This design comes from an exercise in tuning for small area, a short achievable clock period and few clock cycles per item on the open sky130 flow, not from production work.
At most, simulation tests tie the RTL to the original design; equivalence was not proved.
Power and IR drop assume default switching activity.

==> run a <==
==> flow/design.v <==
package axi4_lite_pkg;
  localparam logic [1:0] RESP_OKAY   = 2'b00;
  localparam logic [1:0] RESP_SLVERR = 2'b10;
endpackage
module axi4_lite_wr_join #(
  parameter int DATA_WIDTH = 32,
  parameter int DEPTH      = 32
) (
  input  logic                      clk,
  input  logic                      rst,
  input  logic [DEPTH-1:0]          i_awsel,
  input  logic                      i_awok,
  input  logic                      i_awvalid,
  input  logic [DATA_WIDTH-1:0]     i_wdata,
  input  logic [DATA_WIDTH/8-1:0]   i_wstrb,
  input  logic                      i_wvalid,
  input  logic                      i_room,
  output logic                      o_awready,
  output logic                      o_wready,
  output logic                      o_join,
  output logic                      o_join_ok,
  output logic [DEPTH-1:0]          o_sel,
  output logic [DATA_WIDTH-1:0]     o_data,
  output logic [DATA_WIDTH/8-1:0]   o_strb
);
  logic r_aw_full, r_w_full, r_aw_ok;
  logic w_aw_hs, w_w_hs, w_commit;
  logic w_aw_full_n, w_w_full_n;
  assign w_aw_hs  = i_awvalid && o_awready;
  assign w_w_hs   = i_wvalid && o_wready;
  assign w_commit = r_aw_full && r_w_full;
  assign w_aw_full_n = w_aw_hs || (r_aw_full && !w_commit);
  assign w_w_full_n  = w_w_hs  || (r_w_full  && !w_commit);
  assign o_join      = w_aw_full_n && w_w_full_n;
  assign o_join_ok   = w_aw_hs ? i_awok : r_aw_ok;
  always_ff @(posedge clk or posedge rst) begin
    if (rst) begin
      r_aw_full <= 1'b0;
      r_w_full  <= 1'b0;
      r_aw_ok   <= 1'b0;
      o_awready <= 1'b0;
      o_wready  <= 1'b0;
      o_sel     <= '0;
      o_data    <= '0;
      o_strb    <= '0;
    end else begin
      r_aw_full <= w_aw_full_n;
      r_w_full  <= w_w_full_n;
      o_awready <= (!w_aw_full_n || w_w_full_n) && i_room;
      o_wready  <= (!w_w_full_n || w_aw_full_n) && i_room;
      if (w_aw_hs) begin
        r_aw_ok <= i_awok;
        o_sel   <= i_awsel;
      end else if (w_commit) begin
        o_sel   <= '0;
      end
      if (w_w_hs) begin
        o_data  <= i_wdata;
        o_strb  <= i_wstrb;
      end else if (w_commit) begin
        o_strb  <= '0;
      end
    end
  end
endmodule
import axi4_lite_pkg::*;
module axi4_lite_regfile #(
  parameter int ADDRESS_WIDTH = 32,
  parameter int DATA_WIDTH    = 32,
  parameter int DATA_DEPTH    = 32,
  parameter logic [ADDRESS_WIDTH-1:0] BASE_ADDR = '0
) (
  input  logic                       ACLK,
  input  logic                       ARESET,
  input  logic [ADDRESS_WIDTH-1:0]   S_AXI_AWADDR,
  input  logic                       S_AXI_AWVALID,
  output logic                       S_AXI_AWREADY,
  input  logic [DATA_WIDTH-1:0]      S_AXI_WDATA,
  input  logic [DATA_WIDTH/8-1:0]    S_AXI_WSTRB,
  input  logic                       S_AXI_WVALID,
  output logic                       S_AXI_WREADY,
  output logic [1:0]                 S_AXI_BRESP,
  output logic                       S_AXI_BVALID,
  input  logic                       S_AXI_BREADY,
  input  logic [ADDRESS_WIDTH-1:0]   S_AXI_ARADDR,
  input  logic                       S_AXI_ARVALID,
  output logic                       S_AXI_ARREADY,
  output logic [DATA_WIDTH-1:0]      S_AXI_RDATA,
  output logic [1:0]                 S_AXI_RRESP,
  output logic                       S_AXI_RVALID,
  input  logic                       S_AXI_RREADY
);
  localparam int STRB_W     = DATA_WIDTH / 8;
  localparam int BYTE_SHIFT = $clog2(STRB_W);
  localparam int IDX_W      = $clog2(DATA_DEPTH);
  localparam logic [ADDRESS_WIDTH-1:0] DEPTH_A = ADDRESS_WIDTH'(DATA_DEPTH);
  function automatic logic addr_in_range(input logic [ADDRESS_WIDTH-1:0] addr);
    logic [ADDRESS_WIDTH:0] off;
    off = {1'b0, addr} - {1'b0, BASE_ADDR};
    addr_in_range = !off[ADDRESS_WIDTH] && ((off[ADDRESS_WIDTH-1:0] >> BYTE_SHIFT) < DEPTH_A);
  endfunction
  function automatic logic [IDX_W-1:0] addr_index(input logic [ADDRESS_WIDTH-1:0] addr);
    logic [ADDRESS_WIDTH-1:0] word;
    word = (addr - BASE_ADDR) >> BYTE_SHIFT;
    addr_index = word[IDX_W-1:0];
  endfunction
  logic [DATA_WIDTH-1:0] r_mem [DATA_DEPTH];
  function automatic logic [DATA_DEPTH-1:0] word_onehot(input logic ok, input logic [IDX_W-1:0] idx);
    for (int i = 0; i < DATA_DEPTH; i++) word_onehot[i] = ok && (idx == IDX_W'(i));
  endfunction
  logic                  w_room;
  logic                  w_join;
  logic                  w_join_ok;
  logic [DATA_DEPTH-1:0] w_wr_sel;
  logic [DATA_WIDTH-1:0] w_wr_data;
  logic [STRB_W-1:0]     w_wr_strb;
  axi4_lite_wr_join #(
    .DATA_WIDTH (DATA_WIDTH),
    .DEPTH      (DATA_DEPTH)
  ) u_wr_join (
    .clk       (ACLK),
    .rst       (ARESET),
    .i_awsel   (word_onehot(addr_in_range(S_AXI_AWADDR), addr_index(S_AXI_AWADDR))),
    .i_awok    (addr_in_range(S_AXI_AWADDR)),
    .i_awvalid (S_AXI_AWVALID),
    .i_wdata   (S_AXI_WDATA),
    .i_wstrb   (S_AXI_WSTRB),
    .i_wvalid  (S_AXI_WVALID),
    .i_room    (w_room),
    .o_awready (S_AXI_AWREADY),
    .o_wready  (S_AXI_WREADY),
    .o_join    (w_join),
    .o_join_ok (w_join_ok),
    .o_sel     (w_wr_sel),
    .o_data    (w_wr_data),
    .o_strb    (w_wr_strb)
  );
  always_ff @(posedge ACLK or posedge ARESET) begin
    if (ARESET) begin
      for (int i = 0; i < DATA_DEPTH; i++) r_mem[i] <= '0;
    end else begin
      for (int i = 0; i < DATA_DEPTH; i++) begin
        for (int b = 0; b < STRB_W; b++) begin
          if (w_wr_sel[i] && w_wr_strb[b]) r_mem[i][8*b +: 8] <= w_wr_data[8*b +: 8];
        end
      end
    end
  end
  logic r_bvalid, r_bok;
  logic r_b1_valid, r_b1_ok;
  logic w_bh_v, w_bh_ok, w_b1_v, w_b1_ok;
  always_comb begin
    w_bh_v  = r_bvalid;
    w_bh_ok = r_bok;
    w_b1_v  = r_b1_valid;
    w_b1_ok = r_b1_ok;
    if (r_bvalid && S_AXI_BREADY) begin
      w_bh_v  = r_b1_valid;
      w_bh_ok = r_b1_ok;
      w_b1_v  = 1'b0;
    end
    if (w_join) begin
      if (!w_bh_v) begin
        w_bh_v  = 1'b1;
        w_bh_ok = w_join_ok;
      end else begin
        w_b1_v  = 1'b1;
        w_b1_ok = w_join_ok;
      end
    end
  end
  assign w_room = !w_b1_v;
  always_ff @(posedge ACLK or posedge ARESET) begin
    if (ARESET) begin
      r_bvalid   <= 1'b0;
      r_bok      <= 1'b0;
      r_b1_valid <= 1'b0;
      r_b1_ok    <= 1'b0;
    end else begin
      r_bvalid   <= w_bh_v;
      r_bok      <= w_bh_ok;
      r_b1_valid <= w_b1_v;
      r_b1_ok    <= w_b1_ok;
    end
  end
  assign S_AXI_BVALID = r_bvalid;
  assign S_AXI_BRESP  = r_bok ? RESP_OKAY : RESP_SLVERR;
  logic                  r_arready;
  logic                  r_s_v, r_s_ok;
  logic [IDX_W-1:0]      r_s_idx;
  logic                  r_rvalid;
  logic [DATA_WIDTH-1:0] r_rdata;
  logic                  r_rok;
  logic                  w_ar_hs, w_out_free, w_load;
  logic                  w_src_ok;
  logic [IDX_W-1:0]      w_src_idx;
  logic                  w_s_v;
  assign w_ar_hs    = S_AXI_ARVALID && r_arready;
  assign w_out_free = !r_rvalid || S_AXI_RREADY;
  assign w_load     = w_out_free && (r_s_v || w_ar_hs);
  assign w_src_ok   = r_s_v ? r_s_ok  : addr_in_range(S_AXI_ARADDR);
  assign w_src_idx  = r_s_v ? r_s_idx : addr_index(S_AXI_ARADDR);
  logic [DATA_DEPTH-1:0] w_rd_sel;
  logic [DATA_WIDTH-1:0] w_rd_word;
  always_comb begin
    w_rd_word = '0;
    for (int i = 0; i < DATA_DEPTH; i++) begin
      w_rd_sel[i] = w_src_ok && (w_src_idx == IDX_W'(i));
      w_rd_word   = w_rd_word | ({DATA_WIDTH{w_rd_sel[i]}} & r_mem[i]);
    end
  end
  assign w_s_v = w_out_free ? (r_s_v && w_ar_hs) : (r_s_v || w_ar_hs);
  always_ff @(posedge ACLK or posedge ARESET) begin
    if (ARESET) begin
      r_arready <= 1'b0;
      r_s_v     <= 1'b0;
      r_s_ok    <= 1'b0;
      r_s_idx   <= '0;
    end else begin
      r_arready <= !w_s_v;
      r_s_v     <= w_s_v;
      if (w_ar_hs) begin
        r_s_ok  <= addr_in_range(S_AXI_ARADDR);
        r_s_idx <= addr_index(S_AXI_ARADDR);
      end
    end
  end
  always_ff @(posedge ACLK or posedge ARESET) begin
    if (ARESET) begin
      r_rvalid <= 1'b0;
      r_rdata  <= '0;
      r_rok    <= 1'b0;
    end else if (w_out_free) begin
      r_rvalid <= w_load;
      r_rdata  <= w_rd_word;
      r_rok    <= w_src_ok;
    end
  end
  assign S_AXI_ARREADY = r_arready;
  assign S_AXI_RVALID  = r_rvalid;
  assign S_AXI_RDATA   = r_rdata;
  assign S_AXI_RRESP   = r_rok ? RESP_OKAY : RESP_SLVERR;
endmodule
==> flow/run.sh <==
#!/bin/bash
# synth_recipe.tcl (not shown) runs the flow's synth.tcl, then flattens the netlist and writes it again
# the make line also repeats each setting of config.mk as NAME=value (left out here)
make -C /OpenROAD-flow-scripts/flow DESIGN_CONFIG=/design/flow/config.mk WORK_HOME=/design/flow/orfs CLKGATE_MAP_FILE= SYNTH_SCRIPT=/design/flow/synth_recipe.tcl finish
==> flow/config.mk <==
export PLATFORM = sky130hd
export DESIGN_NAME = axi4_lite_regfile
export DESIGN_NICKNAME = axi4_lite_regfile
export VERILOG_FILES = /design/flow/design.v
export SDC_FILE = /design/flow/constraint.sdc
export NUM_CORES = 4
export LEC_CHECK = 0
export ABC_CLOCK_PERIOD_IN_PS = 2500
export CAP_MARGIN = 20
export CORE_MARGIN = 2
export CORE_UTILIZATION = 40
export CTS_CLUSTER_DIAMETER = 100
export CTS_CLUSTER_SIZE = 30
export SETUP_SLACK_MARGIN = 2.7
export SLEW_MARGIN = 20
==> flow/constraint.sdc <==
create_clock -name core_clock -period 5.0 [get_ports {ACLK}]
set_input_delay 1.0000 -clock core_clock [delete_from_list [all_inputs] [get_ports {ACLK}]]
set_output_delay 1.0000 -clock core_clock [all_outputs]
set_load 0.01 [all_outputs]
==> run b (differences from run a) <==
==> flow/design.v, changed modules only <==
module axi4_lite_wr_join #(
  parameter int DATA_WIDTH = 32,
  parameter int DEPTH      = 32,
  parameter int IDX_W      = 5
) (
  input  logic                      clk,
  input  logic                      rst,
  input  logic [IDX_W-1:0]          i_awidx,
  input  logic                      i_awok,
  input  logic                      i_awvalid,
  input  logic [DATA_WIDTH-1:0]     i_wdata,
  input  logic [DATA_WIDTH/8-1:0]   i_wstrb,
  input  logic                      i_wvalid,
  input  logic                      i_room,
  output logic                      o_awready,
  output logic                      o_wready,
  output logic                      o_join,
  output logic                      o_join_ok,
  output logic [DEPTH-1:0]          o_sel,
  output logic [DATA_WIDTH-1:0]     o_data,
  output logic [DATA_WIDTH/8-1:0]   o_strb
);
  localparam int LO_W = 2;
  localparam int HI_W = IDX_W - LO_W;
  logic r_aw_full, r_w_full, r_aw_ok;
  logic [(1<<HI_W)-1:0]     r_hi;
  logic [(1<<LO_W)-1:0]     r_lo;
  logic [DATA_WIDTH/8-1:0]  r_strb;
  logic w_aw_hs, w_w_hs, w_commit;
  logic w_aw_full_n, w_w_full_n;
  assign w_aw_hs  = i_awvalid && o_awready;
  assign w_w_hs   = i_wvalid && o_wready;
  assign w_commit = r_aw_full && r_w_full;
  assign w_aw_full_n = w_aw_hs || (r_aw_full && !w_commit);
  assign w_w_full_n  = w_w_hs  || (r_w_full  && !w_commit);
  assign o_join      = w_aw_full_n && w_w_full_n;
  assign o_join_ok   = w_aw_hs ? i_awok : r_aw_ok;
  always_comb begin
    for (int i = 0; i < DEPTH; i++)
      o_sel[i] = r_hi[i >> LO_W] && r_lo[i % (1 << LO_W)];
  end
  always_ff @(posedge clk or posedge rst) begin
    if (rst) begin
      r_aw_full <= 1'b0;
      r_w_full  <= 1'b0;
      r_aw_ok   <= 1'b0;
      r_hi      <= '0;
      r_lo      <= '0;
      o_awready <= 1'b0;
      o_wready  <= 1'b0;
      o_data    <= '0;
      r_strb    <= '0;
      o_strb    <= '0;
    end else begin
      r_aw_full <= w_aw_full_n;
      r_w_full  <= w_w_full_n;
      o_awready <= (!w_aw_full_n || w_w_full_n) && i_room;
      o_wready  <= (!w_w_full_n || w_aw_full_n) && i_room;
      if (w_aw_hs) begin
        r_aw_ok <= i_awok;
        for (int h = 0; h < (1 << HI_W); h++) r_hi[h] <= i_awok && (i_awidx[IDX_W-1:LO_W] == HI_W'(h));
        for (int l = 0; l < (1 << LO_W); l++) r_lo[l] <= (i_awidx[LO_W-1:0] == LO_W'(l));
      end
      if (w_w_hs) begin
        o_data  <= i_wdata;
        r_strb  <= i_wstrb;
      end
      o_strb <= o_join ? (w_w_hs ? i_wstrb : r_strb) : '0;
    end
  end
endmodule
module axi4_lite_lane (
  input  logic       clk,
  input  logic       rst,
  input  logic       i_en,
  input  logic       i_en_n,
  input  logic [7:0] i_d,
  output logic [7:0] o_q
);
  always_ff @(posedge clk or posedge rst) begin
    if (rst) o_q <= '0;
    else     o_q <= ({8{i_en}} & i_d) | ({8{i_en_n}} & o_q);
  end
endmodule
module axi4_lite_regfile #(
  parameter int ADDRESS_WIDTH = 32,
  parameter int DATA_WIDTH    = 32,
  parameter int DATA_DEPTH    = 32,
  parameter logic [ADDRESS_WIDTH-1:0] BASE_ADDR = '0
) (
  input  logic                       ACLK,
  input  logic                       ARESET,
  input  logic [ADDRESS_WIDTH-1:0]   S_AXI_AWADDR,
  input  logic                       S_AXI_AWVALID,
  output logic                       S_AXI_AWREADY,
  input  logic [DATA_WIDTH-1:0]      S_AXI_WDATA,
  input  logic [DATA_WIDTH/8-1:0]    S_AXI_WSTRB,
  input  logic                       S_AXI_WVALID,
  output logic                       S_AXI_WREADY,
  output logic [1:0]                 S_AXI_BRESP,
  output logic                       S_AXI_BVALID,
  input  logic                       S_AXI_BREADY,
  input  logic [ADDRESS_WIDTH-1:0]   S_AXI_ARADDR,
  input  logic                       S_AXI_ARVALID,
  output logic                       S_AXI_ARREADY,
  output logic [DATA_WIDTH-1:0]      S_AXI_RDATA,
  output logic [1:0]                 S_AXI_RRESP,
  output logic                       S_AXI_RVALID,
  input  logic                       S_AXI_RREADY
);
  localparam int STRB_W     = DATA_WIDTH / 8;
  localparam int BYTE_SHIFT = $clog2(STRB_W);
  localparam int IDX_W      = $clog2(DATA_DEPTH);
  localparam logic [ADDRESS_WIDTH-1:0] DEPTH_A = ADDRESS_WIDTH'(DATA_DEPTH);
  function automatic logic addr_in_range(input logic [ADDRESS_WIDTH-1:0] addr);
    logic [ADDRESS_WIDTH:0] off;
    off = {1'b0, addr} - {1'b0, BASE_ADDR};
    addr_in_range = !off[ADDRESS_WIDTH] && ((off[ADDRESS_WIDTH-1:0] >> BYTE_SHIFT) < DEPTH_A);
  endfunction
  function automatic logic [IDX_W-1:0] addr_index(input logic [ADDRESS_WIDTH-1:0] addr);
    logic [ADDRESS_WIDTH-1:0] word;
    word = (addr - BASE_ADDR) >> BYTE_SHIFT;
    addr_index = word[IDX_W-1:0];
  endfunction
  logic [DATA_WIDTH-1:0] r_mem [DATA_DEPTH];
  function automatic logic [DATA_DEPTH-1:0] word_onehot(input logic ok, input logic [IDX_W-1:0] idx);
    for (int i = 0; i < DATA_DEPTH; i++) word_onehot[i] = ok && (idx == IDX_W'(i));
  endfunction
  logic                  w_room;
  logic                  w_join;
  logic                  w_join_ok;
  logic [DATA_DEPTH-1:0] w_wr_sel;
  logic [DATA_WIDTH-1:0] w_wr_data;
  logic [STRB_W-1:0]     w_wr_strb;
  axi4_lite_wr_join #(
    .DATA_WIDTH (DATA_WIDTH),
    .DEPTH      (DATA_DEPTH),
    .IDX_W      (IDX_W)
  ) u_wr_join (
    .clk       (ACLK),
    .rst       (ARESET),
    .i_awidx   (addr_index(S_AXI_AWADDR)),
    .i_awok    (addr_in_range(S_AXI_AWADDR)),
    .i_awvalid (S_AXI_AWVALID),
    .i_wdata   (S_AXI_WDATA),
    .i_wstrb   (S_AXI_WSTRB),
    .i_wvalid  (S_AXI_WVALID),
    .i_room    (w_room),
    .o_awready (S_AXI_AWREADY),
    .o_wready  (S_AXI_WREADY),
    .o_join    (w_join),
    .o_join_ok (w_join_ok),
    .o_sel     (w_wr_sel),
    .o_data    (w_wr_data),
    .o_strb    (w_wr_strb)
  );
  for (genvar gi = 0; gi < DATA_DEPTH; gi++) begin : g_word
    for (genvar gb = 0; gb < STRB_W; gb++) begin : g_byte
      logic w_en;
      assign w_en = w_wr_sel[gi] && w_wr_strb[gb];
      axi4_lite_lane u_lane (
        .clk    (ACLK),
        .rst    (ARESET),
        .i_en   (w_en),
        .i_en_n (!w_en),
        .i_d    (w_wr_data[8*gb +: 8]),
        .o_q    (r_mem[gi][8*gb +: 8])
      );
    end
  end
  logic r_bvalid, r_bok;
  logic r_b1_valid, r_b1_ok;
  logic w_bh_v, w_bh_ok, w_b1_v, w_b1_ok;
  always_comb begin
    w_bh_v  = r_bvalid;
    w_bh_ok = r_bok;
    w_b1_v  = r_b1_valid;
    w_b1_ok = r_b1_ok;
    if (r_bvalid && S_AXI_BREADY) begin
      w_bh_v  = r_b1_valid;
      w_bh_ok = r_b1_ok;
      w_b1_v  = 1'b0;
    end
    if (w_join) begin
      if (!w_bh_v) begin
        w_bh_v  = 1'b1;
        w_bh_ok = w_join_ok;
      end else begin
        w_b1_v  = 1'b1;
        w_b1_ok = w_join_ok;
      end
    end
  end
  assign w_room = !w_b1_v;
  always_ff @(posedge ACLK or posedge ARESET) begin
    if (ARESET) begin
      r_bvalid   <= 1'b0;
      r_bok      <= 1'b0;
      r_b1_valid <= 1'b0;
      r_b1_ok    <= 1'b0;
    end else begin
      r_bvalid   <= w_bh_v;
      r_bok      <= w_bh_ok;
      r_b1_valid <= w_b1_v;
      r_b1_ok    <= w_b1_ok;
    end
  end
  assign S_AXI_BVALID = r_bvalid;
  assign S_AXI_BRESP  = r_bok ? RESP_OKAY : RESP_SLVERR;
  logic              r_arready;
  logic              r_q0_v, r_q0_ok, r_q1_v, r_q1_ok;
  logic [IDX_W-1:0]  r_q1_idx;
  logic [DATA_DEPTH-1:0] r_q0_sel;    
  logic              r_rvalid;
  logic [DATA_WIDTH-1:0] r_rdata;
  logic              r_rok;
  logic              w_ar_hs, w_out_free, w_load;
  logic              w_ar_ok;
  logic [IDX_W-1:0]  w_ar_idx;
  logic              w_q0_v, w_q1_v;
  assign w_ar_hs    = S_AXI_ARVALID && r_arready;
  assign w_ar_ok    = addr_in_range(S_AXI_ARADDR);
  assign w_ar_idx   = addr_index(S_AXI_ARADDR);
  assign w_out_free = !r_rvalid || S_AXI_RREADY;
  assign w_load     = w_out_free && r_q0_v;
  logic [DATA_WIDTH-1:0] w_rd_word;
  always_comb begin
    w_rd_word = '0;
    for (int i = 0; i < DATA_DEPTH; i++)
      w_rd_word = w_rd_word | ({DATA_WIDTH{r_q0_sel[i]}} & r_mem[i]);
  end
  always_comb begin
    w_q0_v = r_q0_v;
    w_q1_v = r_q1_v;
    if (w_load) begin
      w_q0_v = r_q1_v;
      w_q1_v = 1'b0;
    end
    if (w_ar_hs) begin
      if (!w_q0_v) w_q0_v = 1'b1;
      else         w_q1_v = 1'b1;
    end
  end
  always_ff @(posedge ACLK or posedge ARESET) begin
    if (ARESET) begin
      r_arready <= 1'b0;
      r_q0_v    <= 1'b0;
      r_q0_ok   <= 1'b0;
      r_q0_sel  <= '0;
      r_q1_v    <= 1'b0;
      r_q1_ok   <= 1'b0;
      r_q1_idx  <= '0;
    end else begin
      r_arready <= !w_q1_v;
      r_q0_v    <= w_q0_v;
      r_q1_v    <= w_q1_v;
      if (w_load) begin
        if (r_q1_v) begin
          r_q0_ok  <= r_q1_ok;
          r_q0_sel <= word_onehot(r_q1_ok, r_q1_idx);
        end else begin
          r_q0_ok  <= w_ar_ok;
          r_q0_sel <= word_onehot(w_ar_ok, w_ar_idx);
        end
      end else if (!r_q0_v) begin
        r_q0_ok  <= w_ar_ok;
        r_q0_sel <= word_onehot(w_ar_ok, w_ar_idx);
      end
      if (w_ar_hs && (r_q1_v || (r_q0_v && !w_load))) begin
        r_q1_ok  <= w_ar_ok;
        r_q1_idx <= w_ar_idx;
      end
    end
  end
  always_ff @(posedge ACLK or posedge ARESET) begin
    if (ARESET) begin
      r_rvalid <= 1'b0;
      r_rdata  <= '0;
      r_rok    <= 1'b0;
    end else if (w_out_free) begin
      r_rvalid <= r_q0_v;
      r_rdata  <= w_rd_word;
      r_rok    <= r_q0_ok;
    end
  end
  assign S_AXI_ARREADY = r_arready;
  assign S_AXI_RVALID  = r_rvalid;
  assign S_AXI_RDATA   = r_rdata;
  assign S_AXI_RRESP   = r_rok ? RESP_OKAY : RESP_SLVERR;
endmodule
- CORE_UTILIZATION: 40 -> 65
- CTS_CLUSTER_SIZE: 30 -> 25
- SETUP_SLACK_MARGIN: 2.7 -> 2.8
- SYNTH_HIERARCHICAL: default -> 1
==> results.py <==
metrics = {
    "status": {
        "status": "finished clean",
    },
    "critical_path": {
        "slowest_stage": "or4_1",
        "crit_type": "input port to flip-flop",
    },
    "detailed_routing": {
        "num_vias": 35100,
    },
    "power": {
        "swShare": 0.368,
        "power_sequential_w": 0.0109,
        "switchingPower_w": 0.00758,
    },
    "global_route": {
        "grt_max_degree": 143,
        "grt_pass1_wl_mm": 255,
        "grt_util_met2": 0.425,
    },
    "layout": {
        "finalInstanceArea_um2": 57200,
    },
    "logic_synthesis": {
        "netlist_instances": 3696,
        "avgSynthCellArea_um2": 13.5,
    },
    "floorplan": {
        "start_util": 0.402,
    },
    "sta": {
        "fin_skew_ns": 0.0319,
    },
    "hold_path": {
        "hp-start": "r_s_ok",
    },
}
[end of results for run a]
==> results.py <==
metrics = {
    "critical_path": {
        "worstPathArrival_ns": 1.30,
        "crit_type": "flip-flop to output port",
        "slowest_stage": "dfrtp_1",
    },
    "logic_synthesis": {
        "avgSynthCellArea_um2": 12.3,
        "muxShareOfSynthArea": 0.0126,
        "synthTopCellsByCount": "dfrtp_1 (1161), a22o_1 (1034), a22oi_1 (430), inv_1 (266), nand2_1 (169)",
    },
    "power": {
        "switchingPower_w": 0.00658,
        "power.group.top": "sequential cells",
        "swShare": 0.346,
        "power_sequential_w": 0.0115,
    },
    "layout": {
        "finalInstanceArea_um2": 52000,
        "final_util": 0.686,
    },
    "global_route": {
        "grt_util_met2": 0.643,
        "grt_pass1_wl_mm": 263,
    },
    "sta": {
        "fin_skew_ns": 0.0303,
    },
    "status": {
        "status": "finished clean",
    },
    "detailed_routing": {
        "num_vias": 38900,
    },
}
[end of results for run b]
Testbench counts of run b, summed over its fixed seeds: cycles 4,345, items 8,000.
The RTL of run a was laid out without a check of its function.

-- re-timing with driven ports --
No port has a modelled driver above. Below, the same layouts with a new extraction and two added sets of constraints.
Step 1 assumes that a clkbuf_16 drives the clock port and a buf_2 every other input.
Step 2, shift: input delay + t, output delay - t, t = (earliest + latest rising clock arrival at the registers) / 2. This alone moves slack from input paths to output paths.
a / b / c = ideal ports / drivers / drivers and shift; a / b = the first two.
run	t, ns	setup slack, ns	latest minus earliest clock arrival (ns)
run a	0.734	2.108 / 2.137 / 1.419	0.039 / 0.039
run b	0.734	2.697 / 2.626 / 2.161	0.038 / 0.038
After both steps setup and hold are still met in every run listed. For run a, which loses most, drivers alone change the setup slack by +0.029 ns; drivers and shift together by -0.689 ns.
